Background: an optimization exercise with open tools, aiming at small area, a short achievable clock period and few clock cycles per item. Do not read the settings as production practice.
Only simulation tests tie the RTL to the original design; equivalence was not proved.

===== flow/design.v =====
`timescale 1ns / 1ps
package fsc_pkg;
  localparam int FSC_FRAC_BITS = 16;
  localparam int NUM_PLANES = 6;
  localparam logic [2:0] PLANE_NONE = 3'd6;
  localparam logic [2:0] LAST_PLANE = 3'(NUM_PLANES - 1);
  localparam logic [1:0] OP_VIEW = 2'd0;
  localparam logic [1:0] OP_PROJ = 2'd1;
  localparam logic [1:0] OP_TEST = 2'd2;
  localparam logic [1:0] MODE_CLIP = 2'd0;
  localparam logic [1:0] MODE_SQ   = 2'd1;
  localparam logic [1:0] MODE_DIST = 2'd2;
  localparam logic [1:0] MODE_OFS  = 2'd3;
  typedef struct packed {
    logic       latch;
    logic       view_we;
    logic       proj_we;
    logic [3:0] view_addr;
    logic [3:0] proj_addr;
    logic       beat;
    logic [1:0] mode;
    logic       first;
    logic [1:0] sel_idx;
    logic       clip_store;
    logic       clip_sel;
    logic       sub;
    logic [1:0] co_j;
    logic       sqrt_start;
    logic       div_start;
    logic [1:0] div_j;
    logic       plane_we;
    logic [4:0] plane_addr;
  } fsc_cmd_t;
  typedef struct packed {
    logic sqrt_busy;
    logic div_busy;
    logic len_zero;
    logic acc_le0;
  } fsc_stat_t;
endpackage
`timescale 1ns / 1ps
module fsc_bmul (
  input  logic [31:0] a,
  input  logic [17:0] b,
  output logic [50:0] s,
  output logic [50:0] c
);
  localparam int W = 51;
  logic [W-1:0] r9;
  logic [W-1:0] rw [9];
  logic [8:0]   ng;
  genvar gi;
  for (gi = 0; gi < 9; gi++) begin : g_pp
    wire bm = (gi == 0) ? 1'b0 : b[2*gi-1];
    wire b0 = b[2*gi];
    wire b1 = b[2*gi+1];
    wire one = b0 ^ bm;
    wire two = (b1 & ~b0 & ~bm) | (~b1 & b0 & bm);
    wire neg = b1 & ~(b0 & bm);
    wire [33:0] m = one ? {{2{a[31]}}, a} : (two ? {a[31], a, 1'b0} : 34'd0);
    wire [33:0] x = neg ? ~m : m;
    assign rw[gi] = W'({~x[33], x[32:0]}) << (2 * gi);
    assign ng[gi] = neg;
  end
  assign r9 = W'({ng[8], 1'b0, ng[7], 1'b0, ng[6], 1'b0, ng[5], 1'b0, ng[4], 1'b0,
                  ng[3], 1'b0, ng[2], 1'b0, ng[1], 1'b0, ng[0]});
  function automatic logic [2*W-1:0] csa(input logic [W-1:0] x, input logic [W-1:0] y,
                                          input logic [W-1:0] z);
    logic [W-1:0] sm, cy;
    sm = x ^ y ^ z;
    cy = ((x & y) | (x & z) | (y & z)) << 1;
    csa = {sm, cy};
  endfunction
  logic [W-1:0] a1, b1, c1, d1, e1, f1;
  logic [W-1:0] a2, b2, c2, d2;
  logic [W-1:0] a3, b3;
  logic [W-1:0] a4, b4;
  assign {a1, b1} = csa(rw[0], rw[1], rw[2]);
  assign {c1, d1} = csa(rw[3], rw[4], rw[5]);
  assign {e1, f1} = csa(rw[6], rw[7], rw[8]);
  assign {a2, b2} = csa(a1, b1, c1);
  assign {c2, d2} = csa(d1, e1, f1);
  assign {a3, b3} = csa(a2, b2, c2);
  assign {a4, b4} = csa(a3, b3, d2);
  assign {s, c}   = csa(a4, b4, r9);
endmodule
`timescale 1ns / 1ps
module frustum_sphere_cull_unit #(
  parameter int FRAC_BITS = fsc_pkg::FSC_FRAC_BITS
) (
  input  logic               clk,
  input  logic               rst,
  input  logic               start,
  output logic               busy,
  input  logic [1:0]         op,
  input  logic [3:0]         elem_index,
  input  logic signed [31:0] elem_value,
  input  logic signed [31:0] center_x,
  input  logic signed [31:0] center_y,
  input  logic signed [31:0] center_z,
  input  logic [30:0]        sphere_radius,
  output logic               done,
  output logic               inside_res,
  output logic [2:0]         culling_plane
);
  function automatic logic signed [31:0] sat32(input logic signed [65:0] x);
    logic signed [31:0] r;
    if (x > 66'sd2147483647) begin
      r = 32'sh7fffffff;
    end else if (x < -66'sd2147483648) begin
      r = 32'sh80000000;
    end else begin
      r = x[31:0];
    end
    sat32 = r;
  endfunction
  localparam logic [65:0] KC_TEST = 66'h3fff80001ffffffff;   
  localparam logic [65:0] KC_ZERO = 66'h3fff8000200000000;   
  localparam logic [65:0] KC_SHFT = 66'h3fffd5550aaac0000;   
  logic signed [31:0] vm [16];
  logic signed [31:0] pm [16];
  logic signed [31:0] cm [16];           
  logic signed [17:0] pn0 [6];
  logic signed [17:0] pn1 [6];
  logic signed [17:0] pn2 [6];
  logic signed [31:0] pn3 [6];
  logic [5:0]         pdeg;
  logic               stale;
  logic               n_valid, n_test;
  logic signed [31:0] nx, ny, nz;
  logic [30:0]        nr;
  logic               a_valid;
  logic [2:0]         a_p;
  logic signed [31:0] ax, ay, az;
  logic [30:0]        ar;
  logic signed [17:0] pf0, pf1, pf2;
  logic signed [31:0] pf3;
  logic               pfd;
  localparam logic [1:0] K_NONE = 2'd0;
  localparam logic [1:0] K_TEST = 2'd1;
  localparam logic [1:0] K_CLIP = 2'd2;
  localparam logic [1:0] K_SQ   = 2'd3;
  logic [1:0]         s1_kind;
  logic               s1_first, s1_last, s1_deg;
  logic [2:0]         s1_plane;
  logic [3:0]         s1_cidx;
  logic [2:0]         s1_f;
  logic signed [32:0] s1_n3r;
  logic [50:0]        ps0, pc0, ps1, pc1, ps2, pc2;
  logic signed [65:0] acc;
  logic               st_pend;       
  logic [3:0]         st_idx;
  logic               ss_pend;       
  logic               rb_active;
  logic [3:0]  mt;           
  logic [1:0]  m_col;        
  logic [1:0]  mj, mph;      
  logic        msq_lo;       
  logic [1:0]  mgap;         
  logic        sq_inflight;
  logic        ss_valid;
  logic [63:0] ss_buf;
  logic [2:0]  ss_plane;
  logic        sq_busy, sq_done;
  logic [3:0]  sq_cnt;
  logic [35:0] sq_rem;
  logic [31:0] sq_root;
  logic [63:0] sq_sh;
  logic [2:0]  sq_plane;
  logic        dv_busy;
  logic [4:0]  dv_cnt;
  logic [2:0]  dv_plane;
  logic [31:0] dv_len;
  logic [31:0] dv_rem [4];
  logic [16:0] dv_q0, dv_q1, dv_q2;
  logic [31:0] dv_q3;
  logic [2:0]  dv_bit;       
  logic [15:0] dv_sh3;       
  logic [3:0]  dv_neg;
  logic        dv_sat;
  logic [2:0]         qp_r, qr_plane;
  logic signed [31:0] qv [4];
  logic signed [31:0] qr [4];
  logic [1:0]         q_axis;
  logic               q_sub;
  assign q_axis = qp_r[2:1];
  assign q_sub  = (qp_r == 3'd0) || (qp_r == 3'd3) || (qp_r == 3'd4);
  always_comb begin
    for (int j = 0; j < 4; j++) begin
      logic signed [65:0] w, o;
      w = 66'(cm[j*4+3]);
      o = 66'(cm[j*4+q_axis]);
      qv[j] = sat32(q_sub ? (w - o) : (w + o));
    end
  end
  always_ff @(posedge clk) begin
    for (int j = 0; j < 4; j++) qr[j] <= qv[j];
    qr_plane <= qp_r;
  end
  logic        accept;
  logic        s1_le0, s1_cull, squash, issue_test, a_free, pull_test, pull_nt;
  logic        rb_start;
  logic        m_clip, m_sq;      
  logic        m_is_sq;
  logic [2:0]  m_sq_plane;
  logic        div_start, sq_start, sq_hand, plane_fin, dv_last;
  logic [2:0]  fin_plane;
  logic [65:0] x_sum;
  assign busy   = n_valid | rb_active;
  assign accept = start & ~busy;
  logic [31:0]        ma0, ma1, ma2;
  logic [17:0]        mb0, mb1, mb2;
  logic [2:0]         mf;
  logic               m_first, m_last;
  logic [31:0]        vj [4];
  logic [17:0]        ph [4];
  logic [17:0]        pl [4];
  logic signed [17:0] tb0, tb1, tb2;
  logic signed [31:0] tb3;
  logic               tdeg;
  logic [50:0]        s0, c0, s1, c1, s2, c2;
  always_comb begin
    for (int k = 0; k < 4; k++) begin
      logic [31:0] pe;
      vj[k] = vm[{mj, 2'(k)}];
      pe    = pm[{2'(k), m_col}];
      ph[k] = {{2{pe[31]}}, pe[31:16]};
      pl[k] = {2'b00, pe[15:0]};
    end
  end
  always_comb begin
    if (a_p == 3'd0) begin
      tb0 = pn0[0]; tb1 = pn1[0]; tb2 = pn2[0]; tb3 = pn3[0]; tdeg = pdeg[0];
    end else begin
      tb0 = pf0; tb1 = pf1; tb2 = pf2; tb3 = pf3; tdeg = pfd;
    end
  end
  always_comb begin
    ma0 = '0; ma1 = '0; ma2 = '0;
    mb0 = '0; mb1 = '0; mb2 = '0;
    mf = '0;
    m_first = 1'b0;
    m_last  = 1'b0;
    if (m_clip) begin
      case (mph)
        2'd0: begin
          ma0 = vj[0]; mb0 = ph[0];
          ma1 = vj[1]; mb1 = ph[1];
          ma2 = vj[2]; mb2 = ph[2];
          m_first = 1'b1;
        end
        2'd1: begin
          ma0 = vj[3]; mb0 = ph[3];
          ma1 = vj[0]; mb1 = pl[0];
          ma2 = vj[1]; mb2 = pl[1];
          mf = 3'b110;
        end
        default: begin
          ma0 = vj[2]; mb0 = pl[2];
          ma1 = vj[3]; mb1 = pl[3];
          mf = 3'b011;
          m_last = 1'b1;
        end
      endcase
    end else if (m_sq) begin
      ma0 = qr[0]; ma1 = qr[1]; ma2 = qr[2];
      if (!msq_lo) begin
        mb0 = {{2{qr[0][31]}}, qr[0][31:16]};
        mb1 = {{2{qr[1][31]}}, qr[1][31:16]};
        mb2 = {{2{qr[2][31]}}, qr[2][31:16]};
        m_first = 1'b1;
      end else begin
        mb0 = {2'b00, qr[0][15:0]};
        mb1 = {2'b00, qr[1][15:0]};
        mb2 = {2'b00, qr[2][15:0]};
        m_last = 1'b1;
      end
    end else begin
      ma0 = ax; mb0 = tb0;
      ma1 = ay; mb1 = tb1;
      ma2 = az; mb2 = tb2;
    end
  end
  fsc_bmul u_m0 (.a(ma0), .b(mb0), .s(s0), .c(c0));
  fsc_bmul u_m1 (.a(ma1), .b(mb1), .s(s1), .c(c1));
  fsc_bmul u_m2 (.a(ma2), .b(mb2), .s(s2), .c(c2));
  always_ff @(posedge clk) begin
    ps0      <= s0;
    pc0      <= c0;
    ps1      <= s1;
    pc1      <= c1;
    ps2      <= s2;
    pc2      <= c2;
    s1_f     <= mf;
    s1_first <= m_first;
    s1_last  <= m_last;
    s1_cidx  <= {mj, m_col};
    s1_plane <= a_p;
    s1_deg   <= tdeg;
    s1_n3r   <= 33'(tb3) + 33'(signed'({1'b0, ar}));
  end
  function automatic logic [131:0] csa(input logic [65:0] x, input logic [65:0] y,
                                       input logic [65:0] z);
    csa = {x ^ y ^ z, ((x & y) | (x & z) | (y & z)) << 1};
  endfunction
  always_comb begin
    logic [65:0] base, kc, u0, v0, u1, v1, u2, v2;
    logic [65:0] a1, b1, c1, d1, a2, b2, c2, d2, a3, b3, a4, b4;
    logic [16:0] l0, l1, l2;
    logic        e0, e1, e2;
    case (s1_kind)
      K_TEST:  base = 66'(s1_n3r) << 16;
      K_CLIP:  base = s1_first ? 66'd0 : acc;
      default: base = s1_first ? 66'd0 : (acc << 16);
    endcase
    if (s1_kind == K_TEST)  kc = KC_TEST;
    else if (s1_f != 3'b0)  kc = KC_SHFT;
    else                    kc = KC_ZERO;
    l0 = {1'b0, ps0[15:0]} + {1'b0, pc0[15:0]};
    l1 = {1'b0, ps1[15:0]} + {1'b0, pc1[15:0]};
    l2 = {1'b0, ps2[15:0]} + {1'b0, pc2[15:0]};
    e0 = s1_f[0] & l0[16];
    e1 = s1_f[1] & l1[16];
    e2 = s1_f[2] & l2[16];
    u0 = s1_f[0] ? 66'(ps0[50:16]) : 66'(ps0);
    v0 = s1_f[0] ? 66'(pc0[50:16]) : 66'(pc0);
    u1 = s1_f[1] ? 66'(ps1[50:16]) : 66'(ps1);
    v1 = s1_f[1] ? 66'(pc1[50:16]) : 66'(pc1);
    u2 = s1_f[2] ? 66'(ps2[50:16]) : 66'(ps2);
    v2 = s1_f[2] ? 66'(pc2[50:16]) : 66'(pc2);
    {a1, b1} = csa(u0, v0, u1);
    {c1, d1} = csa(v1, u2, v2);
    b1[0] = e0;
    d1[0] = e1;
    {a2, b2} = csa(a1, b1, c1);
    {c2, d2} = csa(d1, base, kc);
    b2[0] = e2;
    {a3, b3} = csa(a2, b2, c2);
    {a4, b4} = csa(a3, b3, d2);
    x_sum = a4 + b4;
  end
  assign s1_le0  = x_sum[65];
  assign s1_cull = (s1_kind == K_TEST) && !s1_deg && s1_le0;
  assign squash  = s1_cull && (s1_plane != 3'd5);
  always_ff @(posedge clk) begin
    if (s1_kind != K_NONE) acc <= signed'(x_sum);
    st_idx <= s1_cidx;
    if (st_pend) cm[st_idx] <= sat32(acc);
    if (ss_pend) ss_buf <= acc[63:0];
  end
  assign issue_test = a_valid && !squash;
  assign a_free     = !a_valid || squash || (issue_test && a_p == 3'd5);
  assign pull_test  = n_valid && n_test && !stale && a_free;
  assign pull_nt    = n_valid && !n_test && !a_valid && (s1_kind != K_TEST);
  assign rb_start   = n_valid && n_test && stale && !rb_active && !a_valid &&
                      (s1_kind != K_TEST);
  always_ff @(posedge clk) begin
    if (accept && op == 2'd0) vm[elem_index] <= elem_value;
    if (accept && op == 2'd1) pm[elem_index] <= elem_value;
    if (accept && op == 2'd2) begin
      nx <= center_x;
      ny <= center_y;
      nz <= center_z;
      nr <= sphere_radius;
    end
    if (pull_test) begin
      ax <= nx;
      ay <= ny;
      az <= nz;
      ar <= nr;
    end
    begin
      logic [2:0] nxt;
      nxt = (a_p == 3'd5) ? 3'd0 : a_p + 3'd1;
      pf0 <= pn0[nxt];
      pf1 <= pn1[nxt];
      pf2 <= pn2[nxt];
      pf3 <= pn3[nxt];
      pfd <= pdeg[nxt];
    end
  end
  always_ff @(posedge clk) begin
    if (rst) begin
      n_valid       <= 1'b0;
      n_test        <= 1'b0;
      a_valid       <= 1'b0;
      a_p           <= 3'd0;
      s1_kind       <= K_NONE;
      stale         <= 1'b1;
      done          <= 1'b0;
      inside_res    <= 1'b0;
      culling_plane <= 3'd6;
    end else begin
      done          <= 1'b0;
      inside_res    <= 1'b0;
      culling_plane <= 3'd6;
      if (s1_kind == K_TEST && (s1_cull || s1_plane == 3'd5)) begin
        done          <= 1'b1;
        inside_res    <= !s1_cull;
        culling_plane <= s1_cull ? s1_plane : 3'd6;
      end
      if (pull_nt) begin
        done <= 1'b1;
      end
      if (pull_test || pull_nt) begin
        n_valid <= 1'b0;
      end
      if (accept) begin
        if (op == 2'd0 || op == 2'd1) stale <= 1'b1;
        if (op == 2'd2) begin
          n_valid <= 1'b1;
          n_test  <= 1'b1;
        end else if (a_valid || s1_kind == K_TEST) begin
          n_valid <= 1'b1;
          n_test  <= 1'b0;
        end else begin
          done <= 1'b1;
        end
      end
      if (plane_fin && fin_plane == 3'd5) stale <= 1'b0;
      if (pull_test) begin
        a_valid <= 1'b1;
        a_p     <= 3'd0;
      end else if (a_free) begin
        a_valid <= 1'b0;
      end else if (issue_test) begin
        a_p <= a_p + 3'd1;
      end
      if (issue_test) s1_kind <= K_TEST;
      else if (m_clip) s1_kind <= K_CLIP;
      else if (m_sq) s1_kind <= K_SQ;
      else s1_kind <= K_NONE;
    end
  end
  always_comb begin
    m_is_sq = 1'b0;
    m_sq_plane = 3'd0;
    case (mt)
      4'd2: begin m_is_sq = 1'b1; m_sq_plane = 3'd0; end
      4'd3: begin m_is_sq = 1'b1; m_sq_plane = 3'd1; end
      4'd5: begin m_is_sq = 1'b1; m_sq_plane = 3'd2; end
      4'd6: begin m_is_sq = 1'b1; m_sq_plane = 3'd3; end
      4'd8: begin m_is_sq = 1'b1; m_sq_plane = 3'd4; end
      4'd9: begin m_is_sq = 1'b1; m_sq_plane = 3'd5; end
      default: ;
    endcase
  end
  assign m_clip = rb_active && (mgap == 2'd0) && !m_is_sq && (mt != 4'd10);
  assign m_sq   = rb_active && m_is_sq && (mgap == 2'd0) && (qr_plane == m_sq_plane) &&
                  (msq_lo || (!ss_valid && !sq_inflight));
  always_ff @(posedge clk) begin
    if (rst) begin
      rb_active   <= 1'b0;
      mt          <= 4'd0;
      m_col       <= 2'd3;
      mj          <= 2'd0;
      mph         <= 2'd0;
      msq_lo      <= 1'b0;
      mgap        <= 2'd0;
      sq_inflight <= 1'b0;
      ss_valid    <= 1'b0;
      st_pend     <= 1'b0;
      ss_pend     <= 1'b0;
    end else begin
      st_pend <= (s1_kind == K_CLIP) && s1_last;
      ss_pend <= (s1_kind == K_SQ) && s1_last;
      if (rb_start) begin
        rb_active <= 1'b1;
        mt        <= 4'd0;
        m_col     <= 2'd3;
        mj        <= 2'd0;
        mph       <= 2'd0;
        msq_lo    <= 1'b0;
        mgap      <= 2'd0;
      end
      if (plane_fin && fin_plane == 3'd5) rb_active <= 1'b0;
      if (mgap != 2'd0) mgap <= mgap - 2'd1;
      if (m_clip) begin
        if (mph == 2'd2) begin
          mph <= 2'd0;
          mj  <= mj + 2'd1;
          if (mj == 2'd3) begin
            mt   <= mt + 4'd1;
            mgap <= 2'd3;
          end
        end else begin
          mph <= mph + 2'd1;
        end
      end
      if (m_sq) begin
        msq_lo <= !msq_lo;
        if (msq_lo) begin
          mt <= mt + 4'd1;
          if (mt == 4'd3) m_col <= 2'd1;
          if (mt == 4'd6) m_col <= 2'd2;
        end else begin
          sq_inflight <= 1'b1;
        end
      end
      if (m_clip && mph == 2'd2 && mj == 2'd3 && mt == 4'd0) m_col <= 2'd0;
      if (ss_pend) begin
        ss_valid    <= 1'b1;
        sq_inflight <= 1'b0;
      end
      if (sq_start) ss_valid <= 1'b0;
    end
  end
  always_ff @(posedge clk) begin
    if (m_sq && !msq_lo) ss_plane <= m_sq_plane;
    qp_r <= (sq_done || (sq_busy && sq_cnt >= 4'd14)) ? sq_plane : m_sq_plane;
  end
  assign sq_start = ss_valid && !sq_busy && !sq_done;
  assign sq_hand   = sq_done && !dv_busy && ((sq_root == 32'd0) || (qr_plane == sq_plane));
  assign div_start = sq_hand && (sq_root != 32'd0);
  function automatic logic [67:0] sq_step(input logic [35:0] rem, input logic [31:0] root,
                                          input logic [1:0] b);
    logic [35:0] r1, t;
    r1 = {rem[33:0], b};
    t  = {2'b00, root, 2'b01};
    if (r1 >= t) sq_step = {r1 - t, root[30:0], 1'b1};
    else         sq_step = {r1, root[30:0], 1'b0};
  endfunction
  always_ff @(posedge clk) begin
    if (rst) begin
      sq_busy <= 1'b0;
      sq_done <= 1'b0;
    end else begin
      if (sq_start) begin
        sq_busy <= 1'b1;
      end else if (sq_busy && sq_cnt == 4'd15) begin
        sq_busy <= 1'b0;
        sq_done <= 1'b1;
      end
      if (sq_hand) sq_done <= 1'b0;
    end
  end
  always_ff @(posedge clk) begin
    if (sq_start) begin
      sq_sh    <= ss_buf;
      sq_rem   <= '0;
      sq_root  <= '0;
      sq_cnt   <= 4'd0;
      sq_plane <= ss_plane;
    end else if (sq_busy) begin
      logic [67:0] t1, t2;
      t1 = sq_step(sq_rem, sq_root, sq_sh[63:62]);
      t2 = sq_step(t1[67:32], t1[31:0], sq_sh[61:60]);
      sq_rem  <= t2[67:32];
      sq_root <= t2[31:0];
      sq_sh   <= {sq_sh[59:0], 4'b0};
      sq_cnt  <= sq_cnt + 4'd1;
    end
  end
  function automatic logic [32:0] dv_step(input logic [31:0] rem, input logic [31:0] d,
                                          input logic b);
    logic [32:0] r2;
    r2 = {rem, b};
    if (r2 >= {1'b0, d}) dv_step = {r2[31:0] - d, 1'b1};
    else                 dv_step = {r2[31:0], 1'b0};
  endfunction
  logic [31:0] qmag [4];
  always_comb begin
    for (int j = 0; j < 4; j++) begin
      qmag[j] = qr[j][31] ? (~qr[j] + 32'd1) : qr[j];
    end
  end
  assign dv_last = dv_busy && (dv_cnt == 5'd16);
  always_ff @(posedge clk) begin
    if (rst) begin
      dv_busy <= 1'b0;
    end else begin
      if (div_start) dv_busy <= 1'b1;
      else if (dv_last) dv_busy <= 1'b0;
    end
  end
  logic [32:0] r0, r1, r2;
  always_comb begin
    r0 = dv_step(dv_rem[0], dv_len, dv_bit[0]);
    r1 = dv_step(dv_rem[1], dv_len, dv_bit[1]);
    r2 = dv_step(dv_rem[2], dv_len, dv_bit[2]);
  end
  always_ff @(posedge clk) begin
    if (div_start) begin
      dv_len   <= sq_root;
      dv_plane <= sq_plane;
      dv_cnt   <= 5'd0;
      for (int j = 0; j < 3; j++) begin
        dv_rem[j] <= {1'b0, qmag[j][31:1]};
        dv_neg[j] <= qr[j][31];
      end
      dv_bit    <= {qmag[2][0], qmag[1][0], qmag[0][0]};
      dv_rem[3] <= {16'd0, qmag[3][31:16]};
      dv_sh3    <= qmag[3][15:0];
      dv_neg[3] <= qr[3][31];
      dv_sat    <= ({15'd0, qmag[3][31:15]} >= sq_root);
      dv_q0 <= '0;
      dv_q1 <= '0;
      dv_q2 <= '0;
      dv_q3 <= '0;
    end else if (dv_busy) begin
      logic [32:0] r3a, r3b;
      dv_cnt <= dv_cnt + 5'd1;
      dv_rem[0] <= r0[32:1];
      dv_rem[1] <= r1[32:1];
      dv_rem[2] <= r2[32:1];
      dv_q0 <= {dv_q0[15:0], r0[0]};
      dv_q1 <= {dv_q1[15:0], r1[0]};
      dv_q2 <= {dv_q2[15:0], r2[0]};
      dv_bit <= 3'b000;
      if (dv_cnt != 5'd16) begin
        r3a = dv_step(dv_rem[3], dv_len, dv_sh3[15]);
        r3b = dv_step(r3a[32:1], dv_len, dv_sh3[14]);
        dv_rem[3] <= r3b[32:1];
        dv_q3     <= {dv_q3[29:0], r3a[0], r3b[0]};
        dv_sh3    <= {dv_sh3[13:0], 2'b00};
      end
    end
  end
  assign plane_fin = dv_last || (sq_hand && sq_root == 32'd0);
  assign fin_plane = dv_last ? dv_plane : sq_plane;
  always_ff @(posedge clk) begin
    if (dv_last) begin
      logic [16:0] q0, q1, q2;
      q0 = {dv_q0[15:0], r0[0]};
      q1 = {dv_q1[15:0], r1[0]};
      q2 = {dv_q2[15:0], r2[0]};
      pn0[dv_plane] <= dv_neg[0] ? (18'sd0 - {1'b0, q0}) : {1'b0, q0};
      pn1[dv_plane] <= dv_neg[1] ? (18'sd0 - {1'b0, q1}) : {1'b0, q1};
      pn2[dv_plane] <= dv_neg[2] ? (18'sd0 - {1'b0, q2}) : {1'b0, q2};
      if (dv_sat) pn3[dv_plane] <= dv_neg[3] ? 32'sh80000000 : 32'sh7fffffff;
      else        pn3[dv_plane] <= dv_neg[3] ? -dv_q3 : dv_q3;
      pdeg[dv_plane] <= 1'b0;
    end else if (sq_hand && sq_root == 32'd0) begin
      pdeg[sq_plane] <= 1'b1;
    end
  end
endmodule

===== flow/run.sh =====
#!/bin/bash
# synth_recipe.tcl (not shown) runs the flow's synth.tcl, then flattens the netlist and writes it again
# the make line also repeats each setting of config.mk as NAME=value (left out here)
make -C /OpenROAD-flow-scripts/flow DESIGN_CONFIG=/design/flow/config.mk WORK_HOME=/design/flow/orfs CLKGATE_MAP_FILE= SYNTH_SCRIPT=/design/flow/synth_recipe.tcl finish

===== flow/config.mk =====
export PLATFORM = sky130hd
export DESIGN_NAME = frustum_sphere_cull_unit
export DESIGN_NICKNAME = frustum_sphere_cull_unit
export VERILOG_FILES = /design/flow/design.v
export SDC_FILE = /design/flow/constraint.sdc
export NUM_CORES = 4
export LEC_CHECK = 0
export CAP_MARGIN = 20
export CORE_MARGIN = 2
export CORE_UTILIZATION = 35
export GPL_ROUTABILITY_DRIVEN = 1
export SLEW_MARGIN = 20

===== flow/constraint.sdc =====
create_clock -name core_clock -period 12.0 [get_ports {clk}]
set_input_delay 2.4000 -clock core_clock [delete_from_list [all_inputs] [get_ports {clk}]]
set_output_delay 2.4000 -clock core_clock [all_outputs]
set_load 0.01 [all_outputs]

==> results of run 1 <==
-- synthesized netlist by cell type, types with 62 or more instances --
| cell | number | area, sq um |
|---|---|---|
| sky130_fd_sc_hd__edfxtp_1 | 2680 | 80500 |
| sky130_fd_sc_hd__inv_1 | 1624 | 6100 |
| sky130_fd_sc_hd__a21oi_1 | 1238 | 6200 |
| sky130_fd_sc_hd__xnor2_1 | 1126 | 9860 |
| sky130_fd_sc_hd__nand2_1 | 1021 | 3830 |
| sky130_fd_sc_hd__fa_1 | 961 | 19200 |
| sky130_fd_sc_hd__ha_1 | 848 | 10600 |
| sky130_fd_sc_hd__clkbuf_1 | 823 | 3090 |
| sky130_fd_sc_hd__dfxtp_1 | 774 | 15500 |
| sky130_fd_sc_hd__nor2_1 | 767 | 2880 |
| sky130_fd_sc_hd__o21ai_0 | 748 | 3740 |
| sky130_fd_sc_hd__nor3_1 | 732 | 3660 |
| sky130_fd_sc_hd__xor2_1 | 456 | 3990 |
| sky130_fd_sc_hd__mux2i_1 | 415 | 4150 |
| sky130_fd_sc_hd__mux4_2 | 385 | 8670 |
| sky130_fd_sc_hd__mux2_2 | 290 | 3270 |
| sky130_fd_sc_hd__a21o_1 | 239 | 1790 |
| sky130_fd_sc_hd__nor2b_1 | 231 | 1450 |
| sky130_fd_sc_hd__nand3_1 | 198 | 991 |
| sky130_fd_sc_hd__o22ai_1 | 175 | 1090 |
| sky130_fd_sc_hd__o221ai_1 | 156 | 1370 |
| sky130_fd_sc_hd__a22oi_1 | 154 | 1160 |
| sky130_fd_sc_hd__buf_1 | 149 | 559 |
| sky130_fd_sc_hd__nand2b_1 | 136 | 851 |
| sky130_fd_sc_hd__o31ai_1 | 130 | 976 |
| sky130_fd_sc_hd__o21a_1 | 109 | 818 |
| sky130_fd_sc_hd__a211oi_1 | 107 | 803 |
| sky130_fd_sc_hd__a31oi_1 | 95 | 594 |
| sky130_fd_sc_hd__buf_2 | 90 | 450 |
| sky130_fd_sc_hd__nand4_1 | 74 | 463 |
| sky130_fd_sc_hd__or3_1 | 72 | 450 |
| sky130_fd_sc_hd__and3_1 | 69 | 432 |
| sky130_fd_sc_hd__o221a_2 | 62 | 698 |
-- area by class of cell --
cell class,count,area share [%]
antenna,36,0.0390
timing repair buffer,615,2.26
clock inverter,193,0.918
multi-input combinational,11800,44.0
tap,7810,4.23
clock buffer,496,4.40
sequential,3454,41.5
inverter,1640,2.67
-- final timing paths --
check / startpoint / endpoint / slack, ns / cells past startpoint
worst max register to register: mt[0]$_SDFF_PP0_ / pc1[15]$_DFF_P_ / 2.72 / 25
worst min-delay path: s1_cidx[3]$_DFF_P_ / st_idx[3]$_DFF_P_ / 0.33 / 0
worst max-delay path: mt[0]$_SDFF_PP0_ / pc1[15]$_DFF_P_ / 2.72 / 25
worst min register to register: s1_cidx[3]$_DFF_P_ / st_idx[3]$_DFF_P_ / 0.33 / 0
-- critical path, cell delays in order, from the launching register on --
cell	delay (ns)
sky130_fd_sc_hd__dfxtp_1	0.35
sky130_fd_sc_hd__inv_1	0.10
sky130_fd_sc_hd__ha_1	0.33
sky130_fd_sc_hd__nor2_1	0.09
sky130_fd_sc_hd__nor3b_1	0.83
sky130_fd_sc_hd__xnor2_1	0.19
sky130_fd_sc_hd__and4bb_2	0.35
sky130_fd_sc_hd__o21ai_4	0.17
sky130_fd_sc_hd__buf_4	0.61
sky130_fd_sc_hd__buf_4	0.74
sky130_fd_sc_hd__a211oi_1	0.18
sky130_fd_sc_hd__a221oi_4	0.30
sky130_fd_sc_hd__buf_4	0.70
sky130_fd_sc_hd__nor3_1	0.21
sky130_fd_sc_hd__nor2_2	0.12
sky130_fd_sc_hd__buf_4	0.45
sky130_fd_sc_hd__nor3_1	0.11
sky130_fd_sc_hd__a21oi_1	0.20
sky130_fd_sc_hd__xnor2_1	0.11
sky130_fd_sc_hd__fa_1	0.63
sky130_fd_sc_hd__inv_1	0.10
sky130_fd_sc_hd__fa_1	0.55
sky130_fd_sc_hd__inv_1	0.06
sky130_fd_sc_hd__fa_1	0.53
sky130_fd_sc_hd__fa_1	0.52
sky130_fd_sc_hd__fa_1	0.48
-- cell usage in the layout, fill, tap and decap left out, drive strengths merged, types with 175 or more instances in the layout --
cell type     n
o22ai       175
nor3        733
dfxtp       774
edfxtp     2680
mux2i       415
nor2b       231
ha          848
fa          961
nor2        770
nand3       198
buf         441
xor2        460
mux4        385
nand2      1025
inv        1654
mux2        290
clkbuf      499
a21o        239
o21ai       802
a21oi      1249
xnor2      1129
-- per-layer routing --
layer / GRT usage, % / vias to the layer above / share of wire, %
li1: - / 64200 / -
met1: 32.4 / 73500 / 40
met2: 36.9 / 7158 / 43
met3: 5.73 / 1330 / 10
met4: 12.9 / 20 / 6.4
met5: 0 / - / 0.016
-- cells by family (layout without fill, tap and decap cells) --
logic type / Yosys count / in the layout
AND/OR/NAND/NOR: 3558 / 3558
AO/OA/AOI/OAI: 3704 / 3704
other: 0 / 36
multiplexers: 1090 / 1090
adder cells (fa/ha/maj): 1836 / 1836
flip-flops: 3454 / 3454
buffers and inverters: 2722 / 2944
XOR/XNOR: 1589 / 1589
-- flip-flops by register name, summed over array words and instances, names as in the netlist, 66 cells and up --
register	count
cm	512
pm	512
vm	512
pn3	192
dv_rem	128
qr	128
pn0	108
pn1	108
pn2	108
acc	66
==> flow_summary.yaml, run 1 <==
status:
  status: "complete, no violations"
placement:
  dpl_worst_slack_ns: 2.94
  dp_hpwl_um: 546000
  dpl.cell_count: 25300
  finalWeightedCongestion: 0.990
  numPortBuffers: 173
  postPlaceCellArea_sq_mm: 0.219
detailed_routing:
  number_of_drc_violations_after_detailed_routing_iteration_0: 17400
  routed_wirelength_um: 747000
  wl_per_cell_um: 28.7
  route.antenna.remaining_nets: 0
  via_per_inst: 5.62
  drc_errors: 0
  via_count: 146000
  detailedRoute.firstPassIterationCount: 7
critical_path:
  worst-endpoint-required_ns: 12.89
  worst_setup_path_end_kind: "register"
  setup.worst_path.class: "reg2reg"
  critical_path.max_fanout: 68
  crit_path_start_kind: "register"
  cp.arrival_ns: 10.17
timing:
  timing.final.hold_violations: 0
  timing_worst_slew_pin_value_ns: 1.26
  slew_viol_final: 0
  fin_worst_skew_ns: 0.107
  worst_case_hold_slack_ns: 0.330
  final_period_minus_worst_setup_slack_ns: 9.28
  setup_viol: 0
  post-route-period-util_pct: 77.3
  unrepaired_setup_endpoints_after_global_routing: "false"
  tns_ns: 0
  max_clock_freq_mhz: 108
  slew_headroom_pct: 16.1
  final.setup.worst_slack_ns: 2.72
floorplan:
  std_cell_rows: 282
  core-area_sq_mm: 0.589
  die_height_um: 773
  fp.dieW_um: 773
  initial_core_util_pct: 35.1
  dieArea_sq_mm: 0.597
  floorplan.io_pins: 174
logic_synthesis:
  synth_top_family_by_area: "adder cells"
  synth.area.mux_share_pct: 7.78
  synthesis.instances: 18000
  synth.yosys.seq_area_share_pct: 46.4
  adder_cell_fraction_of_synth_area_pct: 14.6
  synthDistinctLibCells: 105
  post_synth_xor_area_fraction_pct: 6.76
  yosys_warnings: 10
  synth-compound-area-share_pct: 11.3
  synth_fp_nets: 19900
  asyncSetResetFlopFracSynth_pct: 0
  postSynthRegisterBits: 3454
  synth_simple_gate_area_share_pct: 8.16
  post_synth.cell_area_avg_sq_um: 11.5
  postSynth.topFlopCell: "sky130_fd_sc_hd__edfxtp_1"
  syn-cell-area_sq_mm: 0.207
  synth_edf_count: 2680
global_route:
  grt.total_usage_pct: 24.3
  first_global_vias: 140000
  grt_pass1_wl_um: 1050000
  globalRouteOverflowTotal: 0
  pin_count_of_the_biggest_net_entering_global_routing: 125
  grt_antenna_before_repair: 73
cells_and_area:
  design_area_sq_mm: 0.231
  area.sequential_sq_mm: 0.0960
  instances_no_fill: 26000
  flow.area_growth_from_synthesis_pct: 11.8
  multi_input_combinational_cell_area_sq_mm: 0.102
  final_net_count: 19800
  finalCoreUtilization_pct: 39.2
  fillCellCount: 56200
  drive_above_1_share_pct: 11.4
clock_network:
  cts-buffers-inserted: 375
  cts_repair_resizes: 0
  clock_path_buffers: 4
  ctsHtreeMaxLevel: 5
  worstSkewPairLatency_ns: 1.05
  root_buffer: "sky130_fd_sc_hd__clkbuf_16"
  clkSlewWorstSetupHoldPaths_ns: 0.06
  post_cts_hold_buffer_count: 0
  post-cts-setup-buffers: 0
  clock_sinks: 3454
  clock_tree_from_tritoncts: "done"
worst_hold_path:
  min_path_type: "reg2reg"
run:
  timing.max_cap.violations: 0
Testbench counts, summed over its fixed seeds: cycles 19,329, tests 2,304.
==> run 2: changes to the inputs <==
--- a/flow/design.v
+++ b/flow/design.v
@@ -126,15 +126,21 @@
   logic signed [31:0] pn3 [6];
   logic [5:0]         pdeg;
+  logic [5:0]         prdy;      
   logic               stale;
-  logic               n_valid, n_test;
-  logic signed [31:0] nx, ny, nz;
-  logic [30:0]        nr;
-  logic               a_valid;
-  logic [2:0]         a_p;
-  logic signed [31:0] ax, ay, az;
-  logic [30:0]        ar;
-  logic signed [17:0] pf0, pf1, pf2;
-  logic signed [31:0] pf3;
-  logic               pfd;
+  logic [1:0]         occ;       
+  logic [1:0]         nrb;       
+  logic [2:0]         sp [2];    
+  logic [1:0]         srq [2];   
+  logic signed [31:0] sx [2];
+  logic signed [31:0] sy [2];
+  logic signed [31:0] sz [2];
+  logic [30:0]        sr [2];
+  logic               old;       
+  logic               s1_slot;
+  logic [3:0]         rq_done;
+  logic [3:0]         rq_in;
+  logic [2:0]         rq_pl [4];
+  logic [1:0]         rq_h, rq_t;
+  logic [2:0]         rq_n;
   localparam logic [1:0] K_NONE = 2'd0;
   localparam logic [1:0] K_TEST = 2'd1;
@@ -199,5 +205,8 @@
   end
   logic        accept;
-  logic        s1_le0, s1_cull, squash, issue_test, a_free, pull_test, pull_nt;
+  logic        s1_le0, s1_cull, s1_test, s1_end, emit;
+  logic [1:0]  can;
+  logic        iss, sel, sel_ok;
+  logic [2:0]  sel_p;
   logic        rb_start;
   logic        m_clip, m_sq;      
@@ -207,5 +216,6 @@
   logic [2:0]  fin_plane;
   logic [65:0] x_sum;
-  assign busy   = n_valid | rb_active;
+  assign busy   = (occ[0] & occ[1]) | (rq_n == 3'd4) | (rb_active & ~mt[3]) |
+                  (occ[0] & nrb[0]) | (occ[1] & nrb[1]);
   assign accept = start & ~busy;
   logic [31:0]        ma0, ma1, ma2;
@@ -230,9 +240,21 @@
   end
   always_comb begin
-    if (a_p == 3'd0) begin
-      tb0 = pn0[0]; tb1 = pn1[0]; tb2 = pn2[0]; tb3 = pn3[0]; tdeg = pdeg[0];
-    end else begin
-      tb0 = pf0; tb1 = pf1; tb2 = pf2; tb3 = pf3; tdeg = pfd;
+    logic [1:0] pend, free_to_go;
+    for (int i = 0; i < 2; i++) begin
+      can[i]  = occ[i] && !nrb[i] && (sp[i] != 3'd6) && prdy[sp[i]] && !m_clip && !m_sq;
+      pend[i] = (s1_kind == K_TEST) && (s1_slot == 1'(i));
+      free_to_go[i] = can[i] && !pend[i];
     end
+    if (free_to_go[0] && free_to_go[1]) sel = old;
+    else if (free_to_go[0])             sel = 1'b0;
+    else if (free_to_go[1])             sel = 1'b1;
+    else                                sel = !can[0];
+    sel_ok = can[0] || can[1];
+    sel_p  = sp[sel];
+    tb0  = pn0[sel_p];
+    tb1  = pn1[sel_p];
+    tb2  = pn2[sel_p];
+    tb3  = pn3[sel_p];
+    tdeg = pdeg[sel_p];
   end
   always_comb begin
@@ -277,7 +299,7 @@
       end
     end else begin
-      ma0 = ax; mb0 = tb0;
-      ma1 = ay; mb1 = tb1;
-      ma2 = az; mb2 = tb2;
+      ma0 = sx[sel]; mb0 = tb0;
+      ma1 = sy[sel]; mb1 = tb1;
+      ma2 = sz[sel]; mb2 = tb2;
     end
   end
@@ -296,7 +318,8 @@
     s1_last  <= m_last;
     s1_cidx  <= {mj, m_col};
-    s1_plane <= a_p;
+    s1_plane <= sel_p;
+    s1_slot  <= sel;
     s1_deg   <= tdeg;
-    s1_n3r   <= 33'(tb3) + 33'(signed'({1'b0, ar}));
+    s1_n3r   <= 33'(tb3) + 33'(signed'({1'b0, sr[sel]}));
   end
   function automatic logic [131:0] csa(input logic [65:0] x, input logic [65:0] y,
@@ -341,94 +364,84 @@
   end
   assign s1_le0  = x_sum[65];
-  assign s1_cull = (s1_kind == K_TEST) && !s1_deg && s1_le0;
-  assign squash  = s1_cull && (s1_plane != 3'd5);
+  assign s1_test = (s1_kind == K_TEST);
+  assign s1_cull = s1_test && !s1_deg && s1_le0;
+  assign s1_end  = s1_test && (s1_cull || s1_plane == 3'd5);
   always_ff @(posedge clk) begin
-    if (s1_kind != K_NONE) acc <= signed'(x_sum);
+    if (s1_kind == K_CLIP || s1_kind == K_SQ) acc <= signed'(x_sum);
     st_idx <= s1_cidx;
     if (st_pend) cm[st_idx] <= sat32(acc);
     if (ss_pend) ss_buf <= acc[63:0];
   end
-  assign issue_test = a_valid && !squash;
-  assign a_free     = !a_valid || squash || (issue_test && a_p == 3'd5);
-  assign pull_test  = n_valid && n_test && !stale && a_free;
-  assign pull_nt    = n_valid && !n_test && !a_valid && (s1_kind != K_TEST);
-  assign rb_start   = n_valid && n_test && stale && !rb_active && !a_valid &&
-                      (s1_kind != K_TEST);
+  assign iss       = sel_ok && !(s1_cull && s1_slot == sel);
+  assign emit      = rq_done[rq_h];
+  assign rb_start  = !rb_active && !s1_test &&
+                     ((occ[0] && nrb[0] && !occ[1]) || (occ[1] && nrb[1] && !occ[0]));
   always_ff @(posedge clk) begin
     if (accept && op == 2'd0) vm[elem_index] <= elem_value;
     if (accept && op == 2'd1) pm[elem_index] <= elem_value;
-    if (accept && op == 2'd2) begin
-      nx <= center_x;
-      ny <= center_y;
-      nz <= center_z;
-      nr <= sphere_radius;
-    end
-    if (pull_test) begin
-      ax <= nx;
-      ay <= ny;
-      az <= nz;
-      ar <= nr;
-    end
-    begin
-      logic [2:0] nxt;
-      nxt = (a_p == 3'd5) ? 3'd0 : a_p + 3'd1;
-      pf0 <= pn0[nxt];
-      pf1 <= pn1[nxt];
-      pf2 <= pn2[nxt];
-      pf3 <= pn3[nxt];
-      pfd <= pdeg[nxt];
+    for (int i = 0; i < 2; i++) begin
+      if (accept && op == 2'd2 && occ[0] == 1'(i)) begin
+        sx[i] <= center_x;
+        sy[i] <= center_y;
+        sz[i] <= center_z;
+        sr[i] <= sphere_radius;
+      end
     end
   end
   always_ff @(posedge clk) begin
     if (rst) begin
-      n_valid       <= 1'b0;
-      n_test        <= 1'b0;
-      a_valid       <= 1'b0;
-      a_p           <= 3'd0;
+      occ           <= 2'b00;
+      nrb           <= 2'b00;
+      old           <= 1'b0;
+      rq_done       <= 4'b0000;
+      rq_h          <= 2'd0;
+      rq_t          <= 2'd0;
+      rq_n          <= 3'd0;
       s1_kind       <= K_NONE;
       stale         <= 1'b1;
+      prdy          <= 6'b0;
       done          <= 1'b0;
       inside_res    <= 1'b0;
       culling_plane <= 3'd6;
     end else begin
-      done          <= 1'b0;
-      inside_res    <= 1'b0;
-      culling_plane <= 3'd6;
-      if (s1_kind == K_TEST && (s1_cull || s1_plane == 3'd5)) begin
-        done          <= 1'b1;
-        inside_res    <= !s1_cull;
-        culling_plane <= s1_cull ? s1_plane : 3'd6;
-      end
-      if (pull_nt) begin
-        done <= 1'b1;
+      done          <= emit;
+      inside_res    <= rq_in[rq_h];
+      culling_plane <= rq_pl[rq_h];
+      if (emit) begin
+        rq_done[rq_h] <= 1'b0;
+        rq_h          <= rq_h + 2'd1;
       end
-      if (pull_test || pull_nt) begin
-        n_valid <= 1'b0;
+      rq_n <= rq_n + 3'(accept) - 3'(emit);
+      if (s1_end) begin
+        rq_done[srq[s1_slot]] <= 1'b1;
+        rq_in[srq[s1_slot]]   <= !s1_cull;
+        rq_pl[srq[s1_slot]]   <= s1_cull ? s1_plane : 3'd6;
+        occ[s1_slot]          <= 1'b0;
       end
+      if (iss) sp[sel] <= sp[sel] + 3'd1;
       if (accept) begin
-        if (op == 2'd0 || op == 2'd1) stale <= 1'b1;
+        rq_t          <= rq_t + 2'd1;
+        rq_done[rq_t] <= (op != 2'd2);
+        rq_in[rq_t]   <= 1'b0;
+        rq_pl[rq_t]   <= 3'd6;
         if (op == 2'd2) begin
-          n_valid <= 1'b1;
-          n_test  <= 1'b1;
-        end else if (a_valid || s1_kind == K_TEST) begin
-          n_valid <= 1'b1;
-          n_test  <= 1'b0;
-        end else begin
-          done <= 1'b1;
+          occ[occ[0]] <= 1'b1;
+          nrb[occ[0]] <= stale;
+          sp[occ[0]]  <= 3'd0;
+          srq[occ[0]] <= rq_t;
+          old         <= !occ[0];
         end
+        if (op == 2'd0 || op == 2'd1) stale <= 1'b1;
       end
-      if (plane_fin && fin_plane == 3'd5) stale <= 1'b0;
-      if (pull_test) begin
-        a_valid <= 1'b1;
-        a_p     <= 3'd0;
-      end else if (a_free) begin
-        a_valid <= 1'b0;
-      end else if (issue_test) begin
-        a_p <= a_p + 3'd1;
+      if (rb_start) begin
+        stale <= 1'b0;
+        nrb   <= 2'b00;
       end
-      if (issue_test) s1_kind <= K_TEST;
-      else if (m_clip) s1_kind <= K_CLIP;
+      if (m_clip) s1_kind <= K_CLIP;
       else if (m_sq) s1_kind <= K_SQ;
+      else if (iss) s1_kind <= K_TEST;
       else s1_kind <= K_NONE;
+      if (rb_start) prdy <= 6'b0;
+      else if (plane_fin) prdy[fin_plane] <= 1'b1;
     end
   end
==> run 2 against run 1 <==
Still clean. Clock skew rose by 0.0077 ns. Global-route usage rose by 0.69 points. Register-to-register slack got worse by 0.72 ns. Largest cell class unchanged.
==> flow_summary.yaml, run 2 <==
critical_path:
  cp.arrival_ns: 10.88
  worst-endpoint-required_ns: 12.88
  crit_buf_inv: 9
  crit_path_start_kind: "register"
  setup.worst_path.class: "reg2reg"
  critical_path.max_fanout: 35
  cp_top_family: "adder cells"
  critPathMaxStageDelay_ns: 0.97
  worst_setup_path_end_kind: "register"
  cp_slowest_cell: "sky130_fd_sc_hd__a21oi_1"
logic_synthesis:
  postSynth.topFlopCell: "sky130_fd_sc_hd__edfxtp_1"
  synth.yosys.seq_area_share_pct: 45.7
  postSynthRegisterBits: 3410
  synth_fp_nets: 20100
  synth_top_area_share_pct: 38.8
  synth_top_area_cell: "sky130_fd_sc_hd__edfxtp_1"
  most_common_cell_in_the_synthesized_netlist: "sky130_fd_sc_hd__edfxtp_1"
  synth_edf_count: 2688
  synth_area_leaders: "sky130_fd_sc_hd__edfxtp_1 (39%), sky130_fd_sc_hd__fa_1 (9.2%), sky130_fd_sc_hd__dfxtp_1 (6.9%)"
  synth_commonest_cells: "sky130_fd_sc_hd__edfxtp_1 (2688), sky130_fd_sc_hd__nand2_1 (1698), sky130_fd_sc_hd__inv_1 (1403), sky130_fd_sc_hd__xnor2_1 (1072), sky130_fd_sc_hd__fa_1 (962)"
  synthDistinctLibCells: 128
  post_synth.cell_area_avg_sq_um: 11.5
  yosys_warnings: 15
  asyncSetResetFlopFracSynth_pct: 0
  syn-cell-area_sq_mm: 0.208
  synthesis.instances: 18100
clock_network:
  clock_tree_from_tritoncts: "done"
  root_buffer: "sky130_fd_sc_hd__clkbuf_16"
  clock_path_buffers: 4
  cts-buffers-inserted: 368
  ctsHtreeMaxLevel: 5
  clkSlewWorstSetupHoldPaths_ns: 0.07
  post_cts_hold_buffer_count: 0
  cts_repair_resizes: 0
  clock_sinks: 3410
  post-cts-setup-buffers: 0
  worstSkewPairLatency_ns: 1.08
global_route:
  grt_pass1_wl_um: 1090000
  grt_antenna_before_repair: 62
  globalRouteOverflowTotal: 0
  grt.total_usage_pct: 25.0
  first_global_vias: 145000
  pin_count_of_the_biggest_net_entering_global_routing: 139
detailed_routing:
  detailedRoute.firstPassIterationCount: 11
  routed_wirelength_um: 776000
  route.antenna.remaining_nets: 0
  drc_errors: 0
  wl_per_cell_um: 29.5
  number_of_drc_violations_after_detailed_routing_iteration_0: 20400
  via_count: 151000
  via_per_inst: 5.75
cells_and_area:
  commonest_non_fill_non_tap_cell_in_the_layout: "sky130_fd_sc_hd__edfxtp_1"
  final_net_count: 20100
  largestRegisters: "cm (512), pm (512), vm (512)"
  drive_above_1_share_pct: 11.5
  flow.area_growth_from_synthesis_pct: 11.8
  leading_cell_types_in_the_layout_fill_and_taps_excluded: "sky130_fd_sc_hd__edfxtp_1 (2688), sky130_fd_sc_hd__nand2_1 (1694), sky130_fd_sc_hd__inv_1 (1398), sky130_fd_sc_hd__xnor2_1 (1072), sky130_fd_sc_hd__fa_1 (962)"
  finalCoreUtilization_pct: 39.2
worst_hold_path:
  min_path_type: "reg2reg"
floorplan:
  std_cell_rows: 283
  floorplan.io_pins: 174
  die_height_um: 775
  dieArea_sq_mm: 0.601
  fp.dieW_um: 775
  core-area_sq_mm: 0.593
  initial_core_util_pct: 35.1
timing:
  tns_ns: 0
  setup_viol: 0
  final_period_minus_worst_setup_slack_ns: 10.0
  timing_worst_slew_pin_value_ns: 1.30
  unrepaired_setup_endpoints_after_global_routing: "false"
  post-route-period-util_pct: 83.3
  max_clock_freq_mhz: 100
  slew_headroom_pct: 13.6
  timing.final.hold_violations: 0
  slew_viol_final: 0
  fin_worst_skew_ns: 0.115
placement:
  numPortBuffers: 173
  dp_hpwl_um: 563000
  finalWeightedCongestion: 0.996
status:
  status: "complete, no violations"
run:
  timing.max_cap.violations: 0
-- run 2: metrics by stage --
| step | hold WS [ns] | setup slack, ns | instance area (sq um) | std cells |
|---|---|---|---|---|
| finish | 0.328 | 2.00 | 233000 | 26300 |
| CTS | 0.327 | 2.29 | 233000 | 26300 |
| global placement | 0.315 | 2.47 | 220000 | 25600 |
| global route | 0.332 | 1.88 | 233000 | 26300 |
| floorplan | 0.310 | 4.35 | 208000 | 18100 |
| detailed placement | 0.312 | 2.40 | 220000 | 25600 |
-- run 2: final cells by class --
type | instances | area [sq um]
Antenna cell | 30 | 75.1
Clock buffer | 460 | 9900
Clock inverter | 219 | 2560
Fill cell | 56400 | 361000
Inverter | 1444 | 5450
Multi-Input combinational cell | 12200 | 104000
Sequential cell | 3410 | 95200
Tap cell | 7837 | 9810
Timing Repair Buffer | 658 | 5400
-- run 2: cell families (layout without fill, tap and decap cells) --
family	Yosys count	count (layout)	synth area share, %
fa+ha+maj	1855	1855	14.6
compound gates	3886	3886	12.4
simple gates	3983	3983	8.76
xor+xnor	1510	1510	6.36
other cells	0	30	0
flops	3410	3410	45.7
mux	1001	1001	7.51
buf+inv	2494	2781	4.72
-- run 2: path summary, 6_finish.rpt --
check | depth (start not counted) | slack, ns | end | start
setup / recovery | 27 | 2.00 | ps0[16]$_DFF_P_ | mt[0]$_SDFF_PP0_
hold / removal | 0 | 0.33 | st_idx[2]$_DFF_P_ | s1_cidx[2]$_DFF_P_
setup reg to reg | 27 | 2.00 | ps0[16]$_DFF_P_ | mt[0]$_SDFF_PP0_
hold reg to reg | 0 | 0.33 | st_idx[2]$_DFF_P_ | s1_cidx[2]$_DFF_P_
-- run 2: routing by layer --
layer  wire, um  GRT usage [%]  vias up
met5        192              0        -
met3      92000           7.57     1581
li1           -              -    65300
met2     331000           37.4     8310
met4      51000           13.4       28
met1     302000           32.6    75900
Testbench counts of run 2, summed over its fixed seeds: cycles 17,466, tests 2,304.
==> run 3: changes to the inputs <==
--- a/flow/design.v
+++ b/flow/design.v
@@ -105,13 +105,10 @@
 );
   function automatic logic signed [31:0] sat32(input logic signed [65:0] x);
-    logic signed [31:0] r;
-    if (x > 66'sd2147483647) begin
-      r = 32'sh7fffffff;
-    end else if (x < -66'sd2147483648) begin
-      r = 32'sh80000000;
-    end else begin
-      r = x[31:0];
-    end
-    sat32 = r;
+    if (&x[65:31] || ~|x[65:31]) sat32 = x[31:0];
+    else                         sat32 = x[65] ? 32'sh80000000 : 32'sh7fffffff;
+  endfunction
+  function automatic logic signed [31:0] sat33(input logic signed [32:0] x);
+    if (x[32] == x[31]) sat33 = x[31:0];
+    else                sat33 = x[32] ? 32'sh80000000 : 32'sh7fffffff;
   endfunction
   localparam logic [65:0] KC_TEST = 66'h3fff80001ffffffff;   
@@ -194,8 +191,8 @@
   always_comb begin
     for (int j = 0; j < 4; j++) begin
-      logic signed [65:0] w, o;
-      w = 66'(cm[j*4+3]);
-      o = 66'(cm[j*4+q_axis]);
-      qv[j] = sat32(q_sub ? (w - o) : (w + o));
+      logic signed [32:0] w, o;
+      w = 33'(cm[j*4+3]);
+      o = 33'(cm[j*4+q_axis]);
+      qv[j] = sat33(q_sub ? (w - o) : (w + o));
     end
   end
@@ -239,17 +236,57 @@
     end
   end
+  logic       sel_r, ok_r;
+  logic [2:0] psel_r;
+  function automatic logic [4:0] choose(input logic [1:0] cn, input logic [1:0] pd,
+                                        input logic od, input logic [2:0] p0,
+                                        input logic [2:0] p1);
+    logic [1:0] go;
+    logic       sl;
+    go = cn & ~pd;
+    if (go[0] && go[1]) sl = od;
+    else if (go[0])     sl = 1'b0;
+    else if (go[1])     sl = 1'b1;
+    else                sl = !cn[0];
+    choose = {sl, cn[0] || cn[1], sl ? p1 : p0};
+  endfunction
+  logic       acc_t;
+  logic [5:0] prdy_n;
+  logic [4:0] ch [4];
   always_comb begin
-    logic [1:0] pend, free_to_go;
-    for (int i = 0; i < 2; i++) begin
-      can[i]  = occ[i] && !nrb[i] && (sp[i] != 3'd6) && prdy[sp[i]] && !m_clip && !m_sq;
-      pend[i] = (s1_kind == K_TEST) && (s1_slot == 1'(i));
-      free_to_go[i] = can[i] && !pend[i];
+    acc_t  = accept && (op == 2'd2);
+    prdy_n = prdy;
+    if (rb_start) prdy_n = 6'b0;
+    else if (plane_fin) prdy_n[fin_plane] = 1'b1;
+    for (int h = 0; h < 4; h++) begin
+      logic       cl, en, is, old_n;
+      logic [1:0] oc, nr, cn, pd;
+      logic [2:0] pp [2];
+      cl = h[0] && s1_test && !s1_deg;
+      en = s1_test && (cl || s1_plane == 3'd5);
+      is = sel_ok && !(cl && s1_slot == sel);
+      old_n = h[1] ? !occ[0] : old;
+      for (int i = 0; i < 2; i++) begin
+        logic nw;
+        nw    = h[1] && !busy && (occ[0] == 1'(i));
+        oc[i] = (occ[i] && !(en && s1_slot == 1'(i))) || nw;
+        nr[i] = rb_start ? 1'b0 : (nw ? stale : nrb[i]);
+        pp[i] = nw ? 3'd0 : ((is && sel == 1'(i)) ? sp[i] + 3'd1 : sp[i]);
+        pd[i] = is && (sel == 1'(i));
+        cn[i] = oc[i] && !nr[i] && (pp[i] != 3'd6) && prdy_n[pp[i]];
+      end
+      ch[h] = choose(cn, pd, old_n, pp[0], pp[1]);
     end
-    if (free_to_go[0] && free_to_go[1]) sel = old;
-    else if (free_to_go[0])             sel = 1'b0;
-    else if (free_to_go[1])             sel = 1'b1;
-    else                                sel = !can[0];
-    sel_ok = can[0] || can[1];
-    sel_p  = sp[sel];
+  end
+  always_ff @(posedge clk) begin
+    if (rst) begin
+      ok_r <= 1'b0;
+    end else begin
+      {sel_r, ok_r, psel_r} <= ch[{acc_t, s1_cull}];
+    end
+  end
+  always_comb begin
+    sel    = sel_r;
+    sel_ok = ok_r;
+    sel_p  = psel_r;
     tb0  = pn0[sel_p];
     tb1  = pn1[sel_p];
@@ -264,5 +301,5 @@
     m_first = 1'b0;
     m_last  = 1'b0;
-    if (m_clip) begin
+    if (!sel_ok && !m_is_sq) begin
       case (mph)
         2'd0: begin
@@ -285,5 +322,5 @@
         end
       endcase
-    end else if (m_sq) begin
+    end else if (!sel_ok) begin
       ma0 = qr[0]; ma1 = qr[1]; ma2 = qr[2];
       if (!msq_lo) begin
@@ -459,6 +496,6 @@
     endcase
   end
-  assign m_clip = rb_active && (mgap == 2'd0) && !m_is_sq && (mt != 4'd10);
-  assign m_sq   = rb_active && m_is_sq && (mgap == 2'd0) && (qr_plane == m_sq_plane) &&
+  assign m_clip = rb_active && !sel_ok && (mgap == 2'd0) && !m_is_sq && (mt != 4'd10);
+  assign m_sq   = rb_active && !sel_ok && m_is_sq && (mgap == 2'd0) && (qr_plane == m_sq_plane) &&
                   (msq_lo || (!ss_valid && !sq_inflight));
   always_ff @(posedge clk) begin
@@ -528,8 +565,9 @@
   function automatic logic [67:0] sq_step(input logic [35:0] rem, input logic [31:0] root,
                                           input logic [1:0] b);
-    logic [35:0] r1, t;
+    logic [35:0] r1;
+    logic [36:0] df;
     r1 = {rem[33:0], b};
-    t  = {2'b00, root, 2'b01};
-    if (r1 >= t) sq_step = {r1 - t, root[30:0], 1'b1};
+    df = {1'b0, r1} - {3'b000, root, 2'b01};
+    if (!df[36]) sq_step = {df[35:0], root[30:0], 1'b1};
     else         sq_step = {r1, root[30:0], 1'b0};
   endfunction
@@ -568,7 +606,9 @@
                                           input logic b);
     logic [32:0] r2;
+    logic [33:0] df;
     r2 = {rem, b};
-    if (r2 >= {1'b0, d}) dv_step = {r2[31:0] - d, 1'b1};
-    else                 dv_step = {r2[31:0], 1'b0};
+    df = {1'b0, r2} - {2'b00, d};
+    if (!df[33]) dv_step = {df[31:0], 1'b1};
+    else         dv_step = {r2[31:0], 1'b0};
   endfunction
   logic [31:0] qmag [4];
--- a/flow/config.mk
+++ b/flow/config.mk
@@ -10,3 +10,4 @@
 export CORE_UTILIZATION = 35
 export GPL_ROUTABILITY_DRIVEN = 1
+export SETUP_SLACK_MARGIN = 5
 export SLEW_MARGIN = 20
==> run 3 against run 2 <==
Worst setup slack better by 2.9 ns. Count of clock-buffer cells in the layout is 10 higher. Final area rose by 1.0%. Via count down 1.9%. Flip-flop and latch count up 9. Sequential share of layout area fell by 0.31 points. Cell count grew 0.46%. Global-route usage decreased by 1.2 points.
==> flow_summary.yaml, run 3 <==
floorplan:
  die_height_um: 775
  fp.dieW_um: 775
  dieArea_sq_mm: 0.601
  floorplan.io_pins: 174
  std_cell_rows: 283
  initial_core_util_pct: 35.1
  core-area_sq_mm: 0.593
global_route:
  globalRouteOverflowTotal: 0
  grt_antenna_before_repair: 51
  grt_pass1_wl_um: 1050000
  first_global_vias: 142000
  grt.total_usage_pct: 23.8
  pin_count_of_the_biggest_net_entering_global_routing: 153
critical_path:
  cp.arrival_ns: 7.97
  critPathMaxStageDelay_ns: 1.05
  cp_top_family: "adder cells"
  worst-r2r-setup-slack_ns: 4.93
  crit_path_start_kind: "register"
  critical_path.max_fanout: 95
  critical_path.cell_chain: "buf_6 -> buf_12 -> mux2i_2 -> o22ai_1 -> a21oi_1 -> a21oi_1 -> xnor2_1 -> fa_1 -> inv_1 -> fa_1 -> inv_1 -> fa_1 -> inv_1 -> fa_1 -> inv_1 -> ha_1"
  worst_setup_path_end_kind: "register"
  cp_slowest_cell: "sky130_fd_sc_hd__mux2i_2"
  setup.worst_path.class: "reg2reg"
  worst-endpoint-required_ns: 12.90
  crit_buf_inv: 6
  crit_cells: 16
  r2r_worst_path_depth: 16
clock_network:
  ctsHtreeMaxLevel: 5
  clkSlewWorstSetupHoldPaths_ns: 0.06
  clock_sinks: 3419
  clock_tree_from_tritoncts: "done"
  clock_path_buffers: 4
  cts-buffers-inserted: 377
  root_buffer: "sky130_fd_sc_hd__clkbuf_16"
  worstSkewPairLatency_ns: 1.11
  post_cts_hold_buffer_count: 0
worst_hold_path:
  number_of_stages_on_the_worst_hold_path: 0
  min_path_type: "reg2reg"
detailed_routing:
  via_per_inst: 5.61
  wl_per_cell_um: 28.1
  route.antenna.remaining_nets: 0
  drc_errors: 0
  number_of_drc_violations_after_detailed_routing_iteration_0: 17200
  routed_wirelength_um: 743000
  via_count: 148000
  detailedRoute.firstPassIterationCount: 9
status:
  status: "complete, no violations"
cells_and_area:
  commonest_non_fill_non_tap_cell_in_the_layout: "sky130_fd_sc_hd__edfxtp_1"
  final_net_count: 20200
  flow.area_growth_from_synthesis_pct: 13.1
  drive_above_1_share_pct: 12.5
  largestRegisters: "cm (512), pm (512), vm (512)"
  leading_cell_types_in_the_layout_fill_and_taps_excluded: "sky130_fd_sc_hd__edfxtp_1 (2692), sky130_fd_sc_hd__inv_1 (1684), sky130_fd_sc_hd__a21oi_1 (1511), sky130_fd_sc_hd__xnor2_1 (1120), sky130_fd_sc_hd__nand2_1 (991)"
logic_synthesis:
  synth_area_leaders: "sky130_fd_sc_hd__edfxtp_1 (39%), sky130_fd_sc_hd__fa_1 (9.3%), sky130_fd_sc_hd__dfxtp_1 (7.0%)"
  synth_commonest_cells: "sky130_fd_sc_hd__edfxtp_1 (2692), sky130_fd_sc_hd__inv_1 (1705), sky130_fd_sc_hd__a21oi_1 (1561), sky130_fd_sc_hd__xnor2_1 (1122), sky130_fd_sc_hd__nor2_1 (1014)"
  post_synth.cell_area_avg_sq_um: 11.5
  most_common_cell_in_the_synthesized_netlist: "sky130_fd_sc_hd__edfxtp_1"
  synth_edf_count: 2692
  synth_fp_nets: 20100
  syn-cell-area_sq_mm: 0.208
  synthDistinctLibCells: 110
  synthesis.instances: 18200
  asyncSetResetFlopFracSynth_pct: 0
  synth_top_area_cell: "sky130_fd_sc_hd__edfxtp_1"
  synth.yosys.seq_area_share_pct: 45.9
  synth_top_area_share_pct: 38.9
  postSynth.topFlopCell: "sky130_fd_sc_hd__edfxtp_1"
  yosys_warnings: 20
  postSynthRegisterBits: 3419
timing:
  post-route-period-util_pct: 58.9
  tns_ns: 0
  fin_worst_skew_ns: 0.164
  final_period_minus_worst_setup_slack_ns: 7.07
  slew_headroom_pct: 13.2
  final.setup.worst_slack_ns: 4.93
  unrepaired_setup_endpoints_after_global_routing: "true"
  timing.final.hold_violations: 0
  max_clock_freq_mhz: 141
  setup_viol: 0
  timing_worst_slew_pin_value_ns: 1.30
  slew_viol_final: 0
placement:
  finalWeightedCongestion: 0.989
  dpl_worst_slack_ns: 3.37
  dp_hpwl_um: 537000
  numPortBuffers: 173
run:
  timing.max_cap.violations: 0
[run 3: cell count changes in the layout (fill, tap and decap cells not counted), sizes merged, moves of 138 or more]
cell	before	now
a21oi	853	1572
nand2	1699	1000
nor3	177	449
inv	1452	1720
o31ai	368	103
a22oi	293	40
mux2i	321	566
nand3	256	118
[run 3: final cells by class]
type                            count  area [sq um]
Antenna cell                       22          55.1
Clock buffer                      470         10100
Clock inverter                    230          2610
Fill cell                       56100        358000
Inverter                         1719          6540
Multi-Input combinational cell  12000        104000
Sequential cell                  3419         95500
Tap cell                         7837          9810
Timing Repair Buffer              711          6690
Timing Repair inverter              3          20.0
[run 3: logic make-up after synthesis]
| kind of cell | Yosys count | share of synthesized area [%] |
|---|---|---|
| AND/OR/NAND/NOR | 3386 | 7.55 |
| buffers and inverters | 2737 | 5.09 |
| adder cells (fa/ha/maj) | 1854 | 14.6 |
| flip-flops | 3419 | 45.9 |
| multiplexers | 1260 | 9.06 |
| XOR/XNOR | 1539 | 6.50 |
| AO/OA/AOI/OAI | 3960 | 11.4 |
[run 3: final timing paths]
| check | from | endpoint |
|---|---|---|
| hold reg to reg | s1_cidx[2]$_DFF_P_ | st_idx[2]$_DFF_P_ |
| hold / removal | s1_cidx[2]$_DFF_P_ | st_idx[2]$_DFF_P_ |
| setup / recovery | mph[0]$_SDFFE_PP0P_ | ps2[25]$_DFF_P_ |
| setup reg to reg | mph[0]$_SDFFE_PP0P_ | ps2[25]$_DFF_P_ |
[run 3: repair_timing]
item                                    4_1_cts  5_1_grt
buffers inserted                             38       52
endpoints found under the setup margin      440      343
pin swaps                                    11       37
cloned                                        8        9
resized for setup                           167      164
[run 3: stage by stage]
stage / utilization, % / hold WS (ns) / cells / cell area [sq um]
after detailed placement: 37.1 / 0.405 / 25600 / 220000
after global routing: 39.7 / 0.377 / 26400 / 235000
after floorplan: - / 0.310 / 18200 / 208000
after global placement: 37.1 / 0.403 / 25600 / 220000
final: 39.7 / 0.382 / 26400 / 235000
after CTS: 39.4 / 0.396 / 26300 / 234000
[run 3: worst register-to-register path, stage by stage, from the launching register on]
cell and delay [ns]:
sky130_fd_sc_hd__dfxtp_4 0.67, sky130_fd_sc_hd__buf_6 0.53, sky130_fd_sc_hd__buf_12 0.65, sky130_fd_sc_hd__mux2i_2 1.18, sky130_fd_sc_hd__o22ai_1 0.72, sky130_fd_sc_hd__a21oi_1 0.32, sky130_fd_sc_hd__a21oi_1 0.07, sky130_fd_sc_hd__xnor2_1 0.18
sky130_fd_sc_hd__fa_1 0.53, sky130_fd_sc_hd__inv_1 0.06, sky130_fd_sc_hd__fa_1 0.56, sky130_fd_sc_hd__inv_1 0.06, sky130_fd_sc_hd__fa_1 0.47, sky130_fd_sc_hd__inv_1 0.05, sky130_fd_sc_hd__fa_1 0.56, sky130_fd_sc_hd__inv_1 0.07
sky130_fd_sc_hd__ha_1 0.28
[run 3: routing by layer]
metal / track usage [%] / wire length, um / vias up
met5: 0 / 55 / -
met4: 13.9 / 54600 / 8
met3: 4.57 / 68900 / 1486
met2: 36.0 / 320000 / 7440
met1: 32.0 / 299000 / 74400
li1: - / - / 64900
Testbench counts of run 3, summed over its fixed seeds: cycles 17,475, tests 2,304.

static timing again, ports no longer ideal:
In the flow no input, the clock included, has a driving cell. The finished layouts below were timed again as built, in two steps. Step 1 assumes that a clkbuf_16 drives the clock port and a buf_2 every other input. Step 2 adds t to the input delays and takes it off the output delays; t is the mean of the earliest and latest rising clock arrival at the registers after step 1. Input paths then give back, and output paths get back, about the clock's delay inside the block. Slacks: no drivers / after step 1 / after step 2; pairs: no drivers / after step 1.
| run | t (ns) | setup slack, ns | hold slack, ns | clock arrival spread, ns | pins driven straight from the clock port |
|---|---|---|---|---|---|
| run 1 | 1.129 | 2.719 / 2.719 / 2.719 | 0.330 / 0.330 / 0.330 | 0.109 / 0.109 | 1 |
| run 2 | 1.172 | 2.002 / 2.002 / 2.002 | 0.328 / 0.328 / 0.328 | 0.120 / 0.120 | 1 |
| run 3 | 1.164 | 4.933 / 4.933 / 4.933 | 0.382 / 0.382 / 0.382 | 0.165 / 0.164 | 1 |
After both steps every run listed still meets setup and hold.
